This is an optimization exercise on Yosys and OpenROAD, whose aim is small area, not a production implementation.
In this exercise RTL edits were held to simulation tests only and were not proved equivalent to the original.
Power and IR drop assume default switching activity.

===== flow/design.v =====
module exp_shifter_gen2 (
   input  logic        clk,
   input  logic        sync_reset,
   input  logic        s_axis_tvalid,
   input  logic [31:0] s_axis_tdata,
   input  logic [23:0] s_axis_tuser,
   input  logic        s_axis_tlast,
   output logic        s_axis_tready,
   input  logic [3:0]  avg_shift,
   input  logic        bypass,
   input  logic        sat_clear,
   output logic        sat_flag,
   output logic        eob_tag,
   output logic        m_axis_tvalid,
   output logic [31:0] m_axis_tdata,
   output logic [23:0] m_axis_tuser,
   output logic        m_axis_tlast,
   input  logic        m_axis_tready
);
   localparam int DEPTH  = 48;
   localparam int BEAT_W = 57;
   logic [DEPTH-1:0][BEAT_W-1:0] q_mem;
   logic [5:0]  held_q;         
   logic [2:0]  fly_q;          
   logic [12:0] avg_q;
   logic        first_q;
   logic [3:0]  amt_q;          
   logic [1:0]  sat_q;
   logic        vld_q;
   logic        full_q, full_h_q;   
   logic        sat_flag_q;
   logic        take, rd, out_vld, blk_start;
   logic [5:0]  held_d;
   logic [2:0]  fly_d;
   logic [1:0]  n_fly_d;
   logic [4:0]  e, afl;
   logic [6:0]  t;
   logic [3:0]  amt_new, amt;
   logic [3:0]  ash;
   logic signed [14:0] diff, delta;
   logic [12:0] avg_new;
   logic [1:0]  lsat;
   logic [31:0] sdata;
   logic [BEAT_W-1:0] head;
   assign s_axis_tready = ~full_q;
   assign take      = s_axis_tvalid & s_axis_tready;
   assign out_vld   = vld_q;
   assign rd        = out_vld & m_axis_tready;
   assign held_d    = held_q + 6'(take) - 6'(rd);
   assign fly_d     = {fly_q[1:0], take};
   assign n_fly_d   = {1'b0, fly_d[0]} + {1'b0, fly_d[1]} + {1'b0, fly_d[2]};
   assign blk_start = (s_axis_tuser[10:0] == 11'd0);
   assign e         = s_axis_tuser[20:16];
   assign afl       = avg_q[12:8];
   always_comb begin
      t = 7'd9 + {2'b0, afl} - {2'b0, e};
      if (t[6])              amt_new = 4'd0;
      else if (t > 7'd14)    amt_new = 4'd14;
      else                   amt_new = t[3:0];
      if (first_q)           amt_new = 4'd9;
      if (bypass)            amt_new = 4'd7;
      amt = blk_start ? amt_new : amt_q;
   end
   always_comb begin
      ash     = (avg_shift > 4'd8) ? 4'd8 : avg_shift;
      diff    = $signed({2'b00, e, 8'h00}) - $signed({2'b00, avg_q});
      delta   = diff >>> ash;
      avg_new = first_q ? {e, 8'h00} : 13'(avg_q + delta);
   end
   for (genvar g = 0; g < 2; g++) begin : g_lane
      logic signed [23:0] w;
      logic [16:0]        r;
      assign w = $signed({s_axis_tdata[16*g +: 16], 8'h00}) >>> amt;
      assign r = w[16:0] + {16'b0, amt[3]};
      assign lsat[g] = ~((&w[23:16]) | ~(|w[23:16]));
      assign sdata[16*g +: 16] = lsat[g] ? {w[23], {15{~w[23]}}} : r[16:1];
   end
   logic [DEPTH-1:0] rsel;
   logic [15:0][BEAT_W-1:0] g3;
   logic [3:0][BEAT_W-1:0]  g12;
   always_comb begin
      for (int i = 0; i < DEPTH; i++) rsel[i] = out_vld & (held_q == 6'(i + 1));
      for (int g = 0; g < 16; g++)
         g3[g] = ({BEAT_W{rsel[3*g]}} & q_mem[3*g]) | ({BEAT_W{rsel[3*g+1]}} & q_mem[3*g+1])
               | ({BEAT_W{rsel[3*g+2]}} & q_mem[3*g+2]);
      for (int g = 0; g < 4; g++) g12[g] = g3[4*g] | g3[4*g+1] | g3[4*g+2] | g3[4*g+3];
      head = g12[0] | g12[1] | g12[2] | g12[3];
   end
   assign m_axis_tvalid = out_vld;
   assign m_axis_tdata  = head[56:25];
   assign m_axis_tuser  = head[24:1];
   assign m_axis_tlast  = head[0];
   assign eob_tag       = head[24];
   assign sat_flag      = sat_flag_q;
   logic hold;
   logic [DEPTH-1:0][BEAT_W-1:0] q_shift;
   assign hold    = ~s_axis_tvalid | full_h_q;
   assign q_shift = {q_mem[DEPTH-2:0], {sdata, s_axis_tuser, s_axis_tlast}};
   always_ff @(posedge clk) begin
      q_mem <= ({(DEPTH*BEAT_W){take}} & q_shift) | ({(DEPTH*BEAT_W){hold}} & q_mem);
   end
   always_ff @(posedge clk or posedge sync_reset) begin
      if (sync_reset) begin
         held_q     <= '0;
         vld_q      <= 1'b0;
         full_q     <= 1'b0;
         full_h_q   <= 1'b0;
         fly_q      <= '0;
         avg_q      <= '0;
         first_q    <= 1'b1;
         amt_q      <= 4'd7;
         sat_q      <= '0;
         sat_flag_q <= 1'b0;
      end else begin
         held_q     <= held_d;
         full_q     <= (held_d == 6'd48);
         full_h_q   <= held_d[5] & held_d[4];
         vld_q      <= (held_d != {4'b0, n_fly_d});
         fly_q      <= fly_d;
         sat_q      <= {sat_q[0], take & (|lsat)};
         sat_flag_q <= (sat_flag_q & ~sat_clear) | sat_q[1];
         if (take & blk_start) begin
            avg_q   <= avg_new;
            first_q <= 1'b0;
            amt_q   <= amt_new;
         end
      end
   end
endmodule

===== flow/flow/run.sh =====
#!/bin/bash
# Layout flow: the standard flow (standard.sh), with two changes:
#  - synthesis is the standard flow's own script, except that ABC maps the logic with an
#    area-oriented script (flow/area.abc) instead of ORFS's speed script; the
#    flip-flops, their cells and names are untouched (ABC only maps logic);
#  - port buffers use the smallest buffer, and CTS settings come from CTS_ARGS.
set -euo pipefail
W=$(pwd)
F=$W/flow
{
cat <<EOT
proc abc {args} {
  set i [lsearch -exact \$args -script]
  if {\$i >= 0} { set args [lreplace \$args [expr {\$i+1}] [expr {\$i+1}] $F/area.abc] }
  yosys abc {*}\$args
}
EOT
cat "$W/synth_recipe.tcl"
} > "$W/area_synth.tcl"
sed "s|$W/synth_recipe.tcl|$W/area_synth.tcl|g" "$W/standard.sh" > "$W/area_standard.sh"
grep -q "area_synth.tcl" "$W/area_standard.sh"
if [[ -f "$F/env.sh" ]]; then source "$F/env.sh"; fi
bash "$W/area_standard.sh" > "$W/flow.log" 2>&1

===== flow/flow/area.abc =====
&get -n
&st
&synch2
&nf -a
&put

===== flow/flow/env.sh =====
export BUFFER_PORTS_ARGS="-buffer_cell sky130_fd_sc_hd__buf_1"
export CTS_ARGS="-sink_clustering_enable -repair_clock_nets -sink_clustering_size 20 -sink_clustering_max_diameter 50 -sink_clustering_buffer sky130_fd_sc_hd__clkbuf_8 -dont_use_dummy_load"

===== flow/standard.sh =====
#!/bin/bash
# synth_recipe.tcl (not shown) runs the flow's synth.tcl, then flattens the netlist and writes it again
# the make line also repeats each setting of config.mk as NAME=value (left out here)
make -C /OpenROAD-flow-scripts/flow DESIGN_CONFIG=/design/flow/config.mk WORK_HOME=/design/flow/orfs CLKGATE_MAP_FILE= SYNTH_SCRIPT=/design/flow/synth_recipe.tcl "${@:-finish}"

===== flow/config.mk =====
export PLATFORM = sky130hd
export DESIGN_NAME = exp_shifter_gen2
export DESIGN_NICKNAME = exp_shifter_gen2
export VERILOG_FILES = /design/flow/design.v
export SDC_FILE = /design/flow/constraint.sdc
export NUM_CORES = 4
export LEC_CHECK = 0
export CAP_MARGIN = 20
export CORE_MARGIN = 2
export CORE_UTILIZATION = 60
export SLEW_MARGIN = 20

===== flow/constraint.sdc =====
create_clock -name core_clock -period 7.0 [get_ports {clk}]
set_input_delay 1.4000 -clock core_clock [delete_from_list [all_inputs] [get_ports {clk}]]
set_output_delay 1.4000 -clock core_clock [all_outputs]
set_load 0.01 [all_outputs]

==> results of run 1 <==
## cell usage in the layout, fill, tap and decap left out, types with 14 or more instances in the layout
| master | instances |
|---|---|
| sky130_fd_sc_hd__clkinv_1 | 41 |
| sky130_fd_sc_hd__nor3_1 | 106 |
| sky130_fd_sc_hd__a222oi_1 | 912 |
| sky130_fd_sc_hd__xor2_1 | 14 |
| sky130_fd_sc_hd__o21ai_0 | 130 |
| sky130_fd_sc_hd__a22o_1 | 2725 |
| sky130_fd_sc_hd__clkbuf_16 | 17 |
| sky130_fd_sc_hd__clkbuf_8 | 174 |
| sky130_fd_sc_hd__o31ai_1 | 23 |
| sky130_fd_sc_hd__a21oi_1 | 106 |
| sky130_fd_sc_hd__buf_12 | 59 |
| sky130_fd_sc_hd__buf_1 | 127 |
| sky130_fd_sc_hd__o211ai_1 | 16 |
| sky130_fd_sc_hd__dfxtp_1 | 2736 |
| sky130_fd_sc_hd__nand2_1 | 110 |
| sky130_fd_sc_hd__xnor2_1 | 30 |
| sky130_fd_sc_hd__nand4_1 | 177 |
| sky130_fd_sc_hd__nor2_4 | 48 |
| sky130_fd_sc_hd__and3_1 | 62 |
| sky130_fd_sc_hd__nand3_1 | 98 |
| sky130_fd_sc_hd__nor2_1 | 66 |
| sky130_fd_sc_hd__ha_1 | 42 |
| sky130_fd_sc_hd__dfrtp_1 | 28 |
| sky130_fd_sc_hd__buf_4 | 112 |
| sky130_fd_sc_hd__a31oi_1 | 25 |
## per-layer routing
metal	track usage, %	up-vias
met3	5.44	456
met1	49.6	39300
met2	48.8	3497
li1	-	34500
met4	10.6	4
met5	0	-
## registers in the layout, summed over array words and instances (netlist names)
name        flops
full_q          1
fly_q           2
held_q          6
amt_q           4
vld_q           1
sat_flag_q      1
first_q         1
sat_q           2
full_h_q        1
q_mem        2736
avg_q          13
## critical path, stage by stage (launching register included)
cell                       delay [ns]
sky130_fd_sc_hd__dfrtp_1         0.41
sky130_fd_sc_hd__clkinv_1        0.08
sky130_fd_sc_hd__ha_1            0.14
sky130_fd_sc_hd__nand2_1         0.55
sky130_fd_sc_hd__buf_4           0.45
sky130_fd_sc_hd__nor2_4          0.88
sky130_fd_sc_hd__buf_4           0.73
sky130_fd_sc_hd__a222oi_1        0.22
sky130_fd_sc_hd__nand4_1         0.17
sky130_fd_sc_hd__nor3_1          0.09
sky130_fd_sc_hd__buf_4           0.17
sky130_fd_sc_hd__nand3_1         0.12
sky130_fd_sc_hd__buf_1           0.16
## final timing paths
path / start / to / slack, ns / cells after the start
hold / removal: fly_q[0] / fly_q[1] / 0.41 / 0
setup / recovery: held_q[5] / m_axis_tuser[3] / 0.61 / 12
max in group asynchronous: sync_reset / sat_q[0] / 5.84 / 3
setup reg to reg: avg_q[9] / q_mem[54] / 1.57 / 21
min in group asynchronous: sync_reset / avg_q[0] / 0.67 / 3
hold reg to reg: fly_q[0] / fly_q[1] / 0.41 / 0
## cell type report
class / count / share of cell area, %
timing repair buffer: 299 / 2.41
antenna: 5 / 0.0120
tap: 2072 / 2.49
sequential: 2768 / 53.3
inverter: 42 / 0.176
multi-input combinational: 4841 / 38.9
clock buffer: 191 / 2.71
## kinds of logic after synthesis
group / after synthesis / synth area share [%]
adder cells (fa/ha/maj): 47 / 0.653
flip-flops: 2768 / 58.0
AND/OR/NAND/NOR: 731 / 3.93
multiplexers: 13 / 0.141
AO/OA/AOI/OAI: 4006 / 36.7
buffers and inverters: 43 / 0.172
XOR/XNOR: 44 / 0.402
## through the flow
stage | cells | instance area, sq um | power, mW | utilization (%) | hold WS (ns)
after CTS | 10200 | 104000 | 44.8 | 65.7 | 0.416
after detailed placement | 10000 | 101000 | 37.5 | 63.9 | 0.397
after global routing | 10200 | 104000 | 47.2 | 65.7 | 0.427
after global placement | 10000 | 101000 | 36.8 | 63.9 | 0.396
after floorplan | 7652 | 95900 | 34.1 | - | 0.331
final | 10200 | 104000 | 45.0 | 65.7 | 0.412
## power by group
group,internal (mW),switching (mW)
sequential,21.1,4.44
clock,2.68,4.77
combinational,5.51,6.49
==> metrics.md, run 1 <==
| Metric | Value |
|---|---|
| Clock tree from TritonCTS | built |
| Cell at the root of the clock tree | sky130_fd_sc_hd__clkbuf_16 |
| Wirelength, routed | 284000 um |
| Via density per instance | 7.61 |
| Detailed-routed wire length on met3 | 26000 um |
| DRT Pass-1 Iters | 13 |
| Routed length on met1 | 126000 um |
| Clk buf depth | 3 |
| I/O pin count | 128 |
| Yosys warning total | 1 |
| Synth Flop Type | sky130_fd_sc_hd__dfxtp_1 |
| Element type at the critical path end | output pin |
| Yosys top cell area share | 57.1% |
| Top achievable clock speed | 0.156 GHz |
| Unrepaired setup endpoints after global routing | no |
| Data required, critical path | 5.60 ns |
| Fin. Hold Viols | 0 |
| DIE HEIGHT | 404 um |
| Number of cells produced by synthesis | 7652 |
| Area occupied by registers | 55600 sq um |
| Routed len/inst | 27.8 um |
| Run status | complete, no violations |
| Core Region | 159000 sq um |
| Gpl congestion | 0.856 |
| Hold bufs inserted after CTS | 0 |
| Seq/Total Area, Yosys | 58.0% |
| DRC violation count after routing | 0 |
| Starting utilization of the core area | 60.4% |
| Post-CTS Repair Setup Buffers | 0 |
| Syn_nets | 7766 |
| Peak supply drop | 0.303 mV |
| Most common cell in the synthesized netlist | sky130_fd_sc_hd__dfxtp_1 |
| Most used standard cells in the synthesized netlist | 2736 x sky130_fd_sc_hd__dfxtp_1, 2725 x sky130_fd_sc_hd__a22o_1, 912 x sky130_fd_sc_hd__a222oi_1 |
| Critical path peak fanout | 38 |
| Pins over their slew limit | 0 |
| Slew of the pin with the lowest slew margin | 1.28 ns |
| Number of fillers in the final layout | 12400 |
| Max-slew headroom | 14.4% |
| Clock-pin slew reported for the worst setup and hold paths after clock tree synthesis | 0.08 ns |
| Total number of vias | 77800 |
| Final Critical Period | 6.39 ns |
| Setup-violating endpoint count in the final report | 0 |
| Die footprint | 163000 sq um |
| First-iteration detailed-routing DRC count | 14100 |
| Number of maximum-capacitance violations | 0 |
| Highest Signal Layer | met5 |
| Hold WC Path Type | flop to flop |
| Synthesis-stage register bit count | 2768 |
| Number of global-route vias before repair | 70000 |
| Final critical-path setup slack | 0.608 ns |
| Post-place setup slack | 0.508 ns |
| CTS buffer count | 191 |
| Number of buffers added on ports | 127 |
| Data arrival time of the critical path | 4.99 ns |
| H-Tree Depth | 4 |
| Met2 layer wire length in the routed design | 123000 um |
| Half-perimeter wire length after placement | 170000 um |
| Power per standard cell area | 432 nW/um^2 |
| Global-route wire length before repair | 430000 um |
| Clock latency on the worst-skew pair | 0.83 ns |
| Ranking of synthesized cells by area | sky130_fd_sc_hd__dfxtp_1 57%, sky130_fd_sc_hd__a22o_1 25%, sky130_fd_sc_hd__a222oi_1 9.5% |
| Combined area of all synthesized cells | 95800 sq um |
| Fraction of registers with async set/reset | 1.16% |
| Maximum clock skew at final layout | 0.0923 ns |
| Startpoint type of the worst setup path | flop |
| Total negative slack for setup checks | 0 ns |
| Maximum number of pins on one net before global-route repair | 255 |
| Area of combinational cells with multiple inputs | 40500 sq um |
| Num Clock Sinks | 2768 |
| Distinct cell type count after synthesis | 56 |
| Number of placement rows | 146 |
| X dimension of the die | 404 um |
| Count of antenna-violating nets left after detailed routing | 0 |
| P&R area growth vs syn | 8.73% |
| Critical setup path kind | flop to output pin |
| Initial antenna violation count | 6 |
| Total Routing Usage GR | 33.1% |
| Post-route fraction of the period consumed by the critical path | 91.3% |
| Mean area per synthesized cell | 12.5 sq um |
| GRT Residual Overflow | 0 |
| Count of flip-flops with a built-in enable after synthesis | 0 |
| Nets | 8257 |
| Largest area contributor in the netlist | sky130_fd_sc_hd__dfxtp_1 |
| Proportion of layout cells with a drive suffix above 1 | 5.22% |
| Count of instances resized after the clock tree is built | 0 |
| Leakage power | 40.0 nW |
==> inputs of run 2 (changes only) <==
--- a/flow/design.v
+++ b/flow/design.v
@@ -22,10 +22,10 @@
    logic [DEPTH-1:0][BEAT_W-1:0] q_mem;
    logic [5:0]  held_q;         
-   logic [2:0]  fly_q;          
+   logic [1:0]  fly_q;          
    logic [12:0] avg_q;
    logic        first_q;
    logic [3:0]  amt_q;          
    logic [1:0]  sat_q;
-   logic        vld_q;
+   logic        vld_q;          
    logic        full_q, full_h_q;   
    logic        sat_flag_q;
@@ -48,5 +48,5 @@
    assign rd        = out_vld & m_axis_tready;
    assign held_d    = held_q + 6'(take) - 6'(rd);
-   assign fly_d     = {fly_q[1:0], take};
+   assign fly_d     = {fly_q, take};      
    assign n_fly_d   = {1'b0, fly_d[0]} + {1'b0, fly_d[1]} + {1'b0, fly_d[2]};
    assign blk_start = (s_axis_tuser[10:0] == 11'd0);
@@ -69,10 +69,18 @@
    end
    for (genvar g = 0; g < 2; g++) begin : g_lane
-      logic signed [23:0] w;
-      logic [16:0]        r;
-      assign w = $signed({s_axis_tdata[16*g +: 16], 8'h00}) >>> amt;
-      assign r = w[16:0] + {16'b0, amt[3]};
-      assign lsat[g] = ~((&w[23:16]) | ~(|w[23:16]));
-      assign sdata[16*g +: 16] = lsat[g] ? {w[23], {15{~w[23]}}} : r[16:1];
+      logic [15:0]        x;
+      logic [2:0]         ls, rs;
+      logic signed [22:0] lw;
+      logic signed [16:0] rw;
+      logic [16:0]        rr;
+      assign x  = s_axis_tdata[16*g +: 16];
+      assign ls = 3'(4'd7 - amt);
+      assign rs = 3'(amt - 4'd8);
+      assign lw = $signed({{7{x[15]}}, x}) <<< ls;
+      assign rw = $signed({x[15], x}) >>> rs;
+      assign rr = rw + 17'd1;
+      assign lsat[g] = ~amt[3] & ~((&lw[22:15]) | ~(|lw[22:15]));
+      assign sdata[16*g +: 16] = amt[3]  ? rr[16:1] :
+                                 lsat[g] ? {x[15], {15{~x[15]}}} : lw[15:0];
    end
    logic [DEPTH-1:0] rsel;
@@ -117,5 +125,5 @@
          full_h_q   <= held_d[5] & held_d[4];
          vld_q      <= (held_d != {4'b0, n_fly_d});
-         fly_q      <= fly_d;
+         fly_q      <= fly_d[1:0];
          sat_q      <= {sat_q[0], take & (|lsat)};
          sat_flag_q <= (sat_flag_q & ~sat_clear) | sat_q[1];
==> flow/flow/area.abc (replaced) <==
&get -n
&st
&synch2
&nf -a -R 1000
&put
==> flow/flow/env.sh (replaced) <==
export BUFFER_PORTS_ARGS="-buffer_cell sky130_fd_sc_hd__buf_1"
export CTS_ARGS="-sink_clustering_enable -repair_clock_nets -sink_clustering_size 24 -sink_clustering_max_diameter 80 -dont_use_dummy_load"
--- a/flow/config.mk
+++ b/flow/config.mk
@@ -8,4 +8,4 @@
 export CAP_MARGIN = 20
 export CORE_MARGIN = 2
-export CORE_UTILIZATION = 60
+export CORE_UTILIZATION = 66
 export SLEW_MARGIN = 20
==> metrics.md, run 2 <==
| Metric | Value |
|---|---|
| Run status | complete, no violations |
| Starting utilization of the core area | 66.4% (+6.0 points) |
| Startpoint type of the worst setup path | flop |
| Data arrival time of the critical path | 4.87 ns (-0.12 ns) |
| Register with the most flip-flops | q_mem |
| Number of flip-flops in the largest register | 2736 (unchanged) |
| Number of buffers added on ports | 127 (unchanged) |
| Synth Flop Type | sky130_fd_sc_hd__dfxtp_1 |
| Unrepaired setup endpoints after global routing | no |
| Worst hold slack after final layout | 0.420 ns (+0.00776 ns) |
| CTS buffer count | 136 (-29%) |
| Routed len/inst | 27.8 um (about the same) |
| Met2 Resource Use GR | 52.4% (+3.7 points) |
| Worst path bufs/invs | 3 (-2) |
| Power per standard cell area | 443 nW/um^2 (+2.5%) |
| Ranking of synthesized cells by area | sky130_fd_sc_hd__dfxtp_1 57%, sky130_fd_sc_hd__a22o_1 25%, sky130_fd_sc_hd__a222oi_1 9.6% |
| Num Clock Sinks | 2768 (unchanged) |
| Yosys top cell area share | 57.5% (+0.34 points) |
| Fin. Hold Viols | 0 (unchanged) |
| Number of cells produced by synthesis | 7535 (-1.5%) |
| Number of fillers in the final layout | 10300 (-17%) |
| Critical path peak fanout | 27 (-29%) |
| Launch point of the critical path | held_q[4] |
| Proportion of layout cells with a drive suffix above 1 | 4.62% (-0.60 points) |
| Wirelength, routed | 274000 um (-3.5%) |
| Syn_nets | 7649 (-1.5%) |
| H-Tree Depth | 4 (unchanged) |
| Seq/Total Area, Yosys | 58.3% (+0.34 points) |
| Met1 usage in global routing | 52.2% (+2.6 points) |
| Series of cell instances along the critical path | clkinv_1, ha_1, nand2_1, nor2_4, buf_4, a222oi_1, nand4_1, nor3_1, nand3_1, buf_1 |
| Nets | 8084 (-2.1%) |
| Combined area of all synthesized cells | 95300 sq um (-0.58%) |
| Setup-violating endpoint count in the final report | 0 (unchanged) |
| Synthesis-stage register bit count | 2768 (unchanged) |
| Leakage power | 40.5 nW (+1.1%) |
| DIE HEIGHT | 384 um (-4.9%) |
| Gpl congestion | 0.863 (+0.79%) |
| Peak supply drop | 0.353 mV (+17%) |
| Regs by FF count | q_mem x2736, avg_q x13, held_q x6 |
| Core Region | 143000 sq um (-9.5%) |
| Total number of vias | 76400 (-1.7%) |
| Total negative slack for setup checks | 0 ns (unchanged) |
| Maximum clock skew at final layout | 0.0689 ns (-0.0234 ns) |
| Critical setup path kind | flop to output pin |
| Via density per instance | 7.74 (+1.7%) |
| Largest area contributor in the netlist | sky130_fd_sc_hd__dfxtp_1 |
| Count of flip-flops with a built-in enable after synthesis | 0 (unchanged) |
| Met3 Resource Use GR | 7.10% (+1.7 points) |
| Clk buf depth | 3 (unchanged) |
| Half-perimeter wire length after placement | 162000 um (-4.7%) |
| Count of instances resized after the clock tree is built | 0 (unchanged) |
| Post-CTS Repair Setup Buffers | 0 (unchanged) |
| Grt peak-use layer | met2 |
| Hold bufs inserted after CTS | 0 (unchanged) |
| Element type at the critical path end | output pin |
| Yosys warning total | 1 (unchanged) |
| Pins over their slew limit | 0 (unchanged) |
| Slew of the pin with the lowest slew margin | 1.24 ns (-0.0470 ns) |
| Mean area per synthesized cell | 12.6 sq um (+0.96%) |
| CP max-delay cell | sky130_fd_sc_hd__nand2_1 |
| Area occupied by registers | 55600 sq um (unchanged) |
| Area of combinational cells with multiple inputs | 39900 sq um (-1.4%) |
| Delay of the slowest cell on the worst path | 0.78 ns (-0.10 ns) |
| Max-slew headroom | 17.5% (+3.1 points) |
| Total Routing Usage GR | 35.5% (+2.4 points) |
| GRT Residual Overflow | 0 (unchanged) |
| Top achievable clock speed | 0.160 GHz (+2.0%) |
| Number of maximum-capacitance violations | 0 (unchanged) |
| Clock tree from TritonCTS | built |
| Crit path max-delay family | simple AND/OR/NAND/NOR gates |
| X dimension of the die | 384 um (-4.9%) |
| Most common cell after layout, fill and taps aside | sky130_fd_sc_hd__dfxtp_1 |
| Global-route wire length before repair | 417000 um (-3.0%) |
| Data required, critical path | 5.60 ns (about the same) |
| Fraction of registers with async set/reset | 1.16% (unchanged) |
| P&R area growth vs syn | 9.07% |
| Number of placement rows | 139 (-4.8%) |
| Number of global-route vias before repair | 68900 (-1.6%) |
| Clock latency on the worst-skew pair | 0.79 ns (-0.04 ns) |
| DRC violation count after routing | 0 (unchanged) |
| Hold WC Path Type | flop to flop |
| Die footprint | 147000 sq um (-9.5%) |
| Most used standard cells in the synthesized netlist | 2736 x sky130_fd_sc_hd__dfxtp_1, 2705 x sky130_fd_sc_hd__a22o_1, 912 x sky130_fd_sc_hd__a222oi_1 |
| Startpoint of the tightest hold check path | fly_q[0] |
| Count of antenna-violating nets left after detailed routing | 0 (unchanged) |
| Reg2Reg Launch Point | avg_q[9] |
| Initial antenna violation count | 6 (unchanged) |
| Maximum number of pins on one net before global-route repair | 281 (+10%) |
| DRT Pass-1 Iters | 10 (-3) |
| First-iteration detailed-routing DRC count | 13800 (-1.7%) |
| Distinct cell type count after synthesis | 42 (-25%) |
| Final Critical Period | 6.27 ns (-0.124 ns) |
| Cell at the root of the clock tree | sky130_fd_sc_hd__clkbuf_16 |
| I/O pin count | 128 (unchanged) |
| Most frequent cells in the layout | 2736 x sky130_fd_sc_hd__dfxtp_1, 2705 x sky130_fd_sc_hd__a22o_1, 912 x sky130_fd_sc_hd__a222oi_1 |
| Most common cell in the synthesized netlist | sky130_fd_sc_hd__dfxtp_1 |
| Post-route fraction of the period consumed by the critical path | 89.5% (-1.8 points) |
| Clock-pin slew reported for the worst setup and hold paths after clock tree synthesis | 0.10 ns (+0.02 ns) |
[run 2: cell types whose count changed in the layout (fill, tap and decap cells not counted), moves of 22 or more]
| cell | before | now |
|---|---|---|
| sky130_fd_sc_hd__a21oi_1 | 106 | 59 |
| sky130_fd_sc_hd__o21ai_0 | 130 | 101 |
| sky130_fd_sc_hd__nor3_1 | 106 | 66 |
| sky130_fd_sc_hd__nand3_1 | 98 | 74 |
| sky130_fd_sc_hd__mux2i_1 | 8 | 64 |
| sky130_fd_sc_hd__nand2_1 | 110 | 133 |
| sky130_fd_sc_hd__a31oi_1 | 25 | 3 |
| sky130_fd_sc_hd__clkbuf_16 | 17 | 136 |
| sky130_fd_sc_hd__clkbuf_8 | 174 | 0 |
[run 2: logic make-up (layout without fill, tap and decap cells)]
| group | Yosys count | in the layout | synth area share, % |
|---|---|---|---|
| xor gates and xnor gates | 57 | 57 | 0.524 |
| DFF | 2768 | 2768 | 58.3 |
| buffers and inverters | 50 | 483 | 0.201 |
| adders and majority gates | 47 | 47 | 0.657 |
| other | 0 | 2 | 0 |
| muxes | 73 | 73 | 0.776 |
| AOI/OAI and AO/OA | 3857 | 3857 | 35.9 |
| and+or+nand+nor | 683 | 683 | 3.60 |
[run 2: layout make-up]
| type | count | share of cell area [%] |
|---|---|---|
| Antenna cell | 2 | 0.00482 |
| Sequential cell | 2768 | 53.5 |
| Timing Repair Buffer | 298 | 2.31 |
| Clock buffer | 136 | 3.27 |
| Inverter | 49 | 0.202 |
| Multi-Input combinational cell | 4717 | 38.4 |
| Tap cell | 1903 | 2.29 |
[run 2: layer usage]
layer / vias to the layer above / share of wire (%)
li1: 33800 / -
met1: 38500 / 43
met2: 3651 / 44
met3: 451 / 10
met4: 6 / 3.1
met5: - / 0.015
[run 2: worst paths after layout]
kind                                         end  slack, ns  cells after the start
worst max-delay path            m_axis_tdata[24]       0.73                     10
worst min-delay path                    fly_q[1]       0.42                      0
worst max register to register         q_mem[26]       1.43                     24
worst min register to register          fly_q[1]       0.42                      0
max in group asynchronous               amt_q[0]       5.89                      3
min in group asynchronous               avg_q[0]       0.69                      3
[run 2: power by group]
group	total (mW)	internal (mW)	switching, mW
clock	8.24	3.48	4.76
combinational	12.0	5.53	6.50
sequential	25.7	21.2	4.57
total	46.0	30.2	15.8
[run 2: metrics by stage]
stage | utilization [%] | std cells | worst slack (ns) | total power, mW | instance area, sq um
2_1_floorplan | - | 7535 | -9.21 | 34.2 | 95300
3_3_place_gp | 70.0 | 9733 | 0.299 | 36.9 | 100000
3_5_place_dp | 70.0 | 9734 | 0.285 | 37.6 | 100000
4_1_cts | 72.4 | 9870 | 0.842 | 45.7 | 104000
5_1_grt | 72.4 | 9871 | 0.479 | 48.2 | 104000
6_report | 72.4 | 9873 | 0.732 | 46.0 | 104000
==> inputs of run 3 (changes only) <==
--- a/flow/config.mk
+++ b/flow/config.mk
@@ -8,4 +8,4 @@
 export CAP_MARGIN = 20
 export CORE_MARGIN = 2
-export CORE_UTILIZATION = 66
+export CORE_UTILIZATION = 72
 export SLEW_MARGIN = 20
==> metrics.md, run 3 <==
| Metric | Value |
|---|---|
| Total negative slack for setup checks | 0 ns (unchanged) |
| Number of buffers added on ports | 127 (unchanged) |
| Unrepaired setup endpoints after global routing | no |
| Number of flip-flops in the largest register | 2736 (unchanged) |
| Die footprint | 135000 sq um (-8.2%) |
| Regs by FF count | q_mem x2736, avg_q x13, held_q x6 |
| Syn_nets | 7649 (unchanged) |
| Cell at the root of the clock tree | sky130_fd_sc_hd__clkbuf_16 |
| Number of maximum-capacitance violations | 0 (unchanged) |
| Number of placement rows | 133 (-4.3%) |
| First-iteration detailed-routing DRC count | 15500 (+12%) |
| Leakage power | 40.4 nW (-0.20%) |
| Total Routing Usage GR | 38.0% (+2.5 points) |
| Total number of vias | 77400 (+1.3%) |
| Critical setup path kind | flop to output pin |
| Number of cell instances on the worst register-to-register path | 28 (+17%) |
| Fraction of registers with async set/reset | 1.16% (unchanged) |
| Global-route wire length before repair | 415000 um (-0.61%) |
| Element type at the critical path end | output pin |
| Series of cell instances along the critical path | clkinv_1, ha_1, nand2_1, buf_4, nor2_4, buf_4, a222oi_1, nand4_1, nor3_1, nand3_1, buf_1 |
| P&R area growth vs syn | 8.72% |
| Clock-pin slew reported for the worst setup and hold paths after clock tree synthesis | 0.09 ns (about the same) |
| Count of instances resized after the clock tree is built | 0 (unchanged) |
| Maximum number of pins on one net before global-route repair | 327 (+16%) |
| Minimum setup slack among reg-to-reg paths | 1.34 ns (-0.09 ns) |
| Critical R2R Capture | q_mem[49] |
| Hold WC Path Type | flop to flop |
| Slew of the pin with the lowest slew margin | 1.13 ns (-0.110 ns) |
| Ranking of synthesized cells by area | sky130_fd_sc_hd__dfxtp_1 57%, sky130_fd_sc_hd__a22o_1 25%, sky130_fd_sc_hd__a222oi_1 9.6% |
| Maximum clock skew at final layout | 0.0849 ns (+0.0161 ns) |
| Data required, critical path | 5.60 ns (about the same) |
| Core Region | 131000 sq um (-8.4%) |
| Most common cell after layout, fill and taps aside | sky130_fd_sc_hd__dfxtp_1 |
| Clock latency on the worst-skew pair | 0.80 ns (about the same) |
| Via density per instance | 7.96 (+2.8%) |
| Most common cell in the synthesized netlist | sky130_fd_sc_hd__dfxtp_1 |
| Power per standard cell area | 445 nW/um^2 (+0.61%) |
| Starting utilization of the core area | 72.5% (+6.1 points) |
| Nets | 8077 (-0.087%) |
| Register with the most flip-flops | q_mem |
| Proportion of layout cells with a drive suffix above 1 | 4.53% (-0.084 points) |
| Number of global-route vias before repair | 70200 (+2.0%) |
| Number of cells produced by synthesis | 7535 (unchanged) |
| Most used standard cells in the synthesized netlist | 2736 x sky130_fd_sc_hd__dfxtp_1, 2705 x sky130_fd_sc_hd__a22o_1, 912 x sky130_fd_sc_hd__a222oi_1 |
| Data arrival time of the critical path | 4.84 ns (-0.03 ns) |
| CP max-delay cell | sky130_fd_sc_hd__nand2_1 |
| Seq/Total Area, Yosys | 58.3% (unchanged) |
| Fin. Hold Viols | 0 (unchanged) |
| DRC violation count after routing | 0 (unchanged) |
| Half-perimeter wire length after placement | 160000 um (-0.71%) |
| Launch point of the critical path | held_q[5] |
| Clk buf depth | 3 (unchanged) |
| Sw Share | 34.6% (+0.18 points) |
| Critical path peak fanout | 41 (+52%) |
| Final Critical Period | 6.24 ns (-0.0230 ns) |
| Net switching power figure | 16.0 mW (+0.81%) |
| CTS buffer count | 137 (+0.74%) |
| Sequential power share | 56.1% (+0.2 points) |
| Post-CTS Repair Setup Buffers | 0 (unchanged) |
| Hold bufs inserted after CTS | 0 (unchanged) |
| Combined area of all synthesized cells | 95300 sq um (unchanged) |
| Yosys warning total | 1 (unchanged) |
| H-Tree Depth | 4 (unchanged) |
| Largest area contributor in the netlist | sky130_fd_sc_hd__dfxtp_1 |
| Run status | complete, no violations |
| Wirelength, routed | 270000 um (-1.5%) |
| Synth Flop Type | sky130_fd_sc_hd__dfxtp_1 |
| Initial antenna violation count | 8 (+2) |
| DIE HEIGHT | 368 um (-4.2%) |
| Clock tree from TritonCTS | built |
| Startpoint type of the worst setup path | flop |
| Routed len/inst | 27.8 um (about the same) |
| Post-route fraction of the period consumed by the critical path | 89.2% (-0.33 points) |
| Count of flip-flops with a built-in enable after synthesis | 0 (unchanged) |
| Peak supply drop | 0.335 mV (-5.0%) |
| Cell-internal power | 30.2 mW (about the same) |
| Comb power frac | 26.0% (about the same) |
| Yosys top cell area share | 57.5% (unchanged) |
| Num Clock Sinks | 2768 (unchanged) |
| Count of antenna-violating nets left after detailed routing | 0 (unchanged) |
| Part of the total power dissipated in the clock network | 17.9% (about the same) |
| I/O pin count | 128 (unchanged) |
| Max-slew headroom | 24.8% (+7.3 points) |
| Most frequent cells in the layout | 2736 x sky130_fd_sc_hd__dfxtp_1, 2705 x sky130_fd_sc_hd__a22o_1, 912 x sky130_fd_sc_hd__a222oi_1 |
| GRT Residual Overflow | 0 (unchanged) |
| Setup-violating endpoint count in the final report | 0 (unchanged) |
| Delay of the slowest cell on the worst path | 0.74 ns (-0.04 ns) |
| Reg2Reg Launch Point | avg_q[9] |
| Synthesis-stage register bit count | 2768 (unchanged) |
| Distinct cell type count after synthesis | 42 (unchanged) |
| Mean area per synthesized cell | 12.6 sq um (unchanged) |
| Worst hold slack after final layout | 0.414 ns (-0.00586 ns) |
| End point of the critical path | m_axis_tdata[25] |
| Pins over their slew limit | 0 (unchanged) |
| Top achievable clock speed | 0.160 GHz (+0.37%) |
| X dimension of the die | 368 um (-4.2%) |
| Gpl congestion | 0.870 (+0.79%) |
| DRT Pass-1 Iters | 11 (+1) |
| Most repeated library cell on the critical path | sky130_fd_sc_hd__buf_4 |
[run 3: cell types whose count changed in the layout (fill, tap and decap cells not counted)]
cell / delta
sky130_fd_sc_hd__buf_16: -2
sky130_fd_sc_hd__buf_4: +1
sky130_fd_sc_hd__buf_12: -6
sky130_fd_sc_hd__diode_2: +3
sky130_fd_sc_hd__buf_6: -1
sky130_fd_sc_hd__clkbuf_16: +1
[run 3: cell type report]
cell class,instances,area (sq um)
antenna,5,12.5
clock buffer,137,3430
fill,8375,27900
inverter,49,210
multi-input combinational,4717,39900
sequential,2768,55600
tap,1755,2200
timing repair buffer,290,2230
[run 3: cells by family after synthesis]
logic type,Yosys count,share of synthesized area [%]
adders and majority gates,47,0.657
buffers and inverters,50,0.201
and+or+nand+nor,683,3.60
muxes,73,0.776
AOI/OAI and AO/OA,3857,35.9
DFF,2768,58.3
xor gates and xnor gates,57,0.524
[run 3: through the flow]
| step | cells | util [%] | setup slack, ns | cell area, sq um | power [mW] |
|---|---|---|---|---|---|
| 2_1_floorplan | 7535 | - | -9.21 | 95300 | 34.2 |
| 6_report | 9721 | 78.8 | 0.755 | 104000 | 46.2 |
| 3_5_place_dp | 9577 | 76.2 | 0.296 | 100000 | 37.6 |
| 5_1_grt | 9716 | 78.8 | 0.515 | 104000 | 48.1 |
| 4_1_cts | 9714 | 78.8 | 0.890 | 104000 | 45.7 |
| 3_3_place_gp | 9577 | 76.2 | 0.344 | 100000 | 36.7 |
[run 3: worst min-delay path by stage]
stage	from	to	slack [ns]	depth (start not counted)
6_report	fly_q[0]	fly_q[1]	0.41	0
5_1_grt	fly_q[0]	fly_q[1]	0.43	0
4_1_cts	fly_q[0]	fly_q[1]	0.42	0
3_5_place_dp	fly_q[0]	fly_q[1]	0.40	0
3_3_place_gp	fly_q[0]	fly_q[1]	0.39	0
2_1_floorplan	sat_q[0]	sat_q[1]	0.33	0
[run 3: power groups by stage]
stage          clock (mW)  combinational, mW  sequential, mW
4_1_cts              8.29               11.8            25.6
6_report             8.26               12.0            25.9
5_1_grt              8.84               12.9            26.4
3_3_place_gp            0               11.3            25.4
2_1_floorplan           0               9.72            24.5
3_5_place_dp            0               11.7            25.8
[run 3: critical path: cells and delay by family, from the launching register on]
family | cells | cell delay (ns)
buffers and inverters | 4 | 0.98
flip-flops | 1 | 0.40
AND/OR/NAND/NOR | 5 | 2.05
adder cells (fa/ha/maj) | 1 | 0.19
AO/OA/AOI/OAI | 1 | 0.40
[run 3: metal layers]
| layer | vias to the layer above | track usage, % | share of wire (%) | wire length, um |
|---|---|---|---|---|
| li1 | 33800 | - | - | - |
| met1 | 38500 | 54.7 | 41 | 111000 |
| met3 | 585 | 7.05 | 11 | 30100 |
| met5 | - | 0 | 0.017 | 47 |
| met2 | 4423 | 56.0 | 44 | 118000 |
| met4 | 6 | 16.2 | 4.0 | 10800 |
==> inputs of run 4 (changes only) <==
==> flow/flow/env.sh (replaced) <==
export BUFFER_PORTS_ARGS="-buffer_cell sky130_fd_sc_hd__buf_1"
export CTS_ARGS="-sink_clustering_enable -repair_clock_nets -sink_clustering_size 14 -sink_clustering_max_diameter 40 -sink_clustering_buffer sky130_fd_sc_hd__clkbuf_8 -dont_use_dummy_load"
==> metrics.md, run 4 <==
| Metric | Value |
|---|---|
| Number of placement rows | 133 (unchanged) |
| Total number of vias | 78300 (+1.2%) |
| Run status | complete, no violations |
| DRC violation count after routing | 0 (unchanged) |
| Combined area of all synthesized cells | 95300 sq um (unchanged) |
| Critical path peak fanout | 30 (-27%) |
| Nets | 8227 (+1.9%) |
| Count of flip-flops with a built-in enable after synthesis | 0 (unchanged) |
| Mean area per synthesized cell | 12.6 sq um (unchanged) |
| Gpl congestion | 0.870 (unchanged) |
| GRT Residual Overflow | 0 (unchanged) |
| Count of instances resized after the clock tree is built | 0 (unchanged) |
| Comb power frac | 25.4% (-0.6 points) |
| Clock-pin slew reported for the worst setup and hold paths after clock tree synthesis | 0.09 ns (about the same) |
| Hold WC Path Type | flop to flop |
| Core Region | 131000 sq um (unchanged) |
| Count of placed standard cells including taps | 9577 (unchanged) |
| Regs by FF count | q_mem x2736, avg_q x13, held_q x6 |
| Routed len/inst | 27.7 um (-0.17%) |
| Detailed-routed wire length on met3 | 30900 um (+2.6%) |
| Initial antenna violation count | 7 (-1) |
| Highest Signal Layer | met5 |
| Starting utilization of the core area | 72.5% (unchanged) |
| Setup-violating endpoint count in the final report | 0 (unchanged) |
| Syn_nets | 7649 (unchanged) |
| Clock tree from TritonCTS | built |
| Via density per instance | 7.93 (-0.32%) |
| DIE HEIGHT | 368 um (unchanged) |
| Sequential power share | 54.7% (-1.4 points) |
| Total negative slack for setup checks | 0 ns (unchanged) |
| Total Routing Usage GR | 38.5% (+0.51 points) |
| Count of antenna-violating nets left after detailed routing | 0 (unchanged) |
| Yosys warning total | 1 (unchanged) |
| Fraction of registers with async set/reset | 1.16% (unchanged) |
| Critical setup path kind | flop to output pin |
| Number of flip-flops in the largest register | 2736 (unchanged) |
| Ranking of synthesized cells by area | sky130_fd_sc_hd__dfxtp_1 57%, sky130_fd_sc_hd__a22o_1 25%, sky130_fd_sc_hd__a222oi_1 9.6% |
| Die footprint | 135000 sq um (unchanged) |
| Part of the total power dissipated in the clock network | 19.9% (+2.0 points) |
| Top achievable clock speed | 0.157 GHz (-2.1%) |
| Seq/Total Area, Yosys | 58.3% (unchanged) |
| Cell-internal power | 31.0 mW (+2.7%) |
| Post-route fraction of the period consumed by the critical path | 91.1% (+1.9 points) |
| Clock latency on the worst-skew pair | 0.87 ns (+0.07 ns) |
| CTS buffer count | 288 (+110%) |
| Proportion of layout cells with a drive suffix above 1 | 6.30% (+1.8 points) |
| Element type at the critical path end | output pin |
| Power per standard cell area | 452 nW/um^2 (+1.5%) |
| Most common cell after layout, fill and taps aside | sky130_fd_sc_hd__dfxtp_1 |
| Slew of the pin with the lowest slew margin | 1.19 ns (+0.0635 ns) |
| First-iteration detailed-routing DRC count | 15400 (-0.31%) |
| Number of global-route vias before repair | 71400 (+1.7%) |
| Peak supply drop | 0.335 mV (about the same) |
| Leakage power | 41.0 nW (+1.5%) |
| Data required, critical path | 5.60 ns (about the same) |
| Half-perimeter wire length after placement | 160000 um (unchanged) |
| P&R area growth vs syn | 9.84% |
| Most frequent cells in the layout | 2736 x sky130_fd_sc_hd__dfxtp_1, 2705 x sky130_fd_sc_hd__a22o_1, 912 x sky130_fd_sc_hd__a222oi_1 |
| Maximum clock skew at final layout | 0.0581 ns (-0.0268 ns) |
| Data arrival time of the critical path | 4.98 ns (+0.14 ns) |
| Fin. Hold Viols | 0 (unchanged) |
| Post-place setup slack | 0.296 ns (unchanged) |
| Largest area contributor in the netlist | sky130_fd_sc_hd__dfxtp_1 |
| Post-CTS Repair Setup Buffers | 0 (unchanged) |
| Hold bufs inserted after CTS | 0 (unchanged) |
| Final Critical Period | 6.38 ns (+0.133 ns) |
| Net switching power figure | 16.3 mW (+2.4%) |
| Post-layout instance count excluding filler cells | 9869 (+1.5%) |
| Yosys top cell area share | 57.5% (unchanged) |
| Pins over their slew limit | 0 (unchanged) |
| Unrepaired setup endpoints after global routing | no |
| Most used standard cells in the synthesized netlist | 2736 x sky130_fd_sc_hd__dfxtp_1, 2705 x sky130_fd_sc_hd__a22o_1, 912 x sky130_fd_sc_hd__a222oi_1 |
| Routed length on met1 | 111000 um (+0.60%) |
| Number of cells produced by synthesis | 7535 (unchanged) |
| Cell at the root of the clock tree | sky130_fd_sc_hd__clkbuf_16 |
| H-Tree Depth | 5 (+1) |
| X dimension of the die | 368 um (unchanged) |
| DRT Pass-1 Iters | 13 (+2) |
| Clk buf depth | 4 (+1) |
| Final critical-path setup slack | 0.622 ns (-0.133 ns) |
| Most common cell in the synthesized netlist | sky130_fd_sc_hd__dfxtp_1 |
| Startpoint type of the worst setup path | flop |
| Number of buffers added on ports | 127 (unchanged) |
| Distinct cell type count after synthesis | 42 (unchanged) |
| Met2 layer wire length in the routed design | 120000 um (+0.99%) |
| Number of maximum-capacitance violations | 0 (unchanged) |
| Power Total | 47.3 mW (+2.6%) |
| Global-route wire length before repair | 419000 um (+1.1%) |
| Sw Share | 34.5% (-0.052 points) |
| Synth Flop Type | sky130_fd_sc_hd__dfxtp_1 |
| I/O pin count | 128 (unchanged) |
| Register with the most flip-flops | q_mem |
| Wirelength, routed | 274000 um (+1.4%) |
| Synthesis-stage register bit count | 2768 (unchanged) |
| Maximum number of pins on one net before global-route repair | 327 (unchanged) |
| Num Clock Sinks | 2768 (unchanged) |
| Max-slew headroom | 20.4% (-4.4 points) |
run 4: cell counts after synthesis:
Identical to the previous run, type by type.
run 4: worst paths after layout:
kind / start / end / slack (ns) / cells past startpoint
max: held_q[1] / m_axis_tuser[4] / 0.62 / 10
min: fly_q[0] / fly_q[1] / 0.42 / 0
min reg2reg: fly_q[0] / fly_q[1] / 0.42 / 0
max reg2reg: avg_q[9] / q_mem[50] / 1.35 / 28
max in group asynchronous: sync_reset / first_q / 5.98 / 3
min in group asynchronous: sync_reset / avg_q[0] / 0.63 / 3
run 4: power groups by stage:
stage	combinational, mW	sequential [mW]	clock (mW)
final	12.0	25.9	9.42
after global routing	12.9	26.4	10.0
after CTS	11.8	25.6	9.46
after detailed placement	11.7	25.8	0
after global placement	11.3	25.4	0
after floorplan	9.72	24.5	0
run 4: final cells by class:
type                       count  area [sq um]
sequential                  2768         55600
fill                        8296         26800
tap                         1755          2200
clock buffer                 288          4520
inverter                      49           210
antenna                        3          7.51
timing repair buffer         289          2210
multi-input combinational   4717         39900
run 4: logic make-up after synthesis:
family | after synthesis | synth area share, %
AOI/OAI and AO/OA | 3857 | 35.9
DFF | 2768 | 58.3
and+or+nand+nor | 683 | 3.60
muxes | 73 | 0.776
xor gates and xnor gates | 57 | 0.524
buffers and inverters | 50 | 0.201
adders and majority gates | 47 | 0.657
run 4: routing by layer:
metal	vias up	GRT usage, %
met1	38900	54.7
met3	692	8.09
li1	34100	-
met2	4573	56.4
met5	-	0
met4	6	17.7
run 4: metrics by stage:
| step | area, sq um | util (%) | hold WS [ns] |
|---|---|---|---|
| 6_report | 105000 | 79.6 | 0.418 |
| 5_1_grt | 105000 | 79.6 | 0.438 |
| 4_1_cts | 105000 | 79.6 | 0.428 |
| 3_5_place_dp | 100000 | 76.2 | 0.404 |
| 3_3_place_gp | 100000 | 76.2 | 0.394 |
| 2_1_floorplan | 95300 | - | 0.331 |
run 4: worst max-delay path: stages (launching register included):
cell                       delay [ns]
sky130_fd_sc_hd__dfrtp_1         0.51
sky130_fd_sc_hd__clkinv_1        0.20
sky130_fd_sc_hd__nor2_1          0.31
sky130_fd_sc_hd__nand2_1         0.28
sky130_fd_sc_hd__nor2_4          0.95
sky130_fd_sc_hd__buf_4           0.50
sky130_fd_sc_hd__a222oi_1        0.18
sky130_fd_sc_hd__nand4_1         0.61
sky130_fd_sc_hd__nor3_1          0.24
sky130_fd_sc_hd__nand3_1         0.14
sky130_fd_sc_hd__buf_1           0.16

## port drivers added, routing unchanged
No port has a modelled driver above. Below, the same layouts with a new extraction and two added sets of constraints.
Step 1: set_driving_cell puts a clkbuf_16 on clk and a buf_2 on each other input, an assumption about the parent block.
Step 2 moves the port delays by t, midway between the first and last clock arrival at a register: inputs arrive t later, outputs are due t later. That takes back most of the time a late clock gives input paths.
a / b / c = ideal ports / drivers / drivers and shift; a / b = the first two.
run	shift t [ns]	setup slack, ns	worst setup path after step 2	worst register clock-pin slew, ns
run 1	0.863	0.608 / 0.522 / 0.415	input to register	0.12 / 0.12
run 2	0.850	0.732 / 0.646 / 0.282	input to register	0.10 / 0.10
run 3	0.850	0.755 / 0.665 / 0.228	input to register	0.10 / 0.10
run 4	0.934	0.622 / 0.534 / 0.225	input to register	0.09 / 0.09
After both steps setup and hold are still met in every run listed. The setup slack of run 3, which loses most, moves by -0.090 ns with the drivers and by -0.527 ns with both steps.
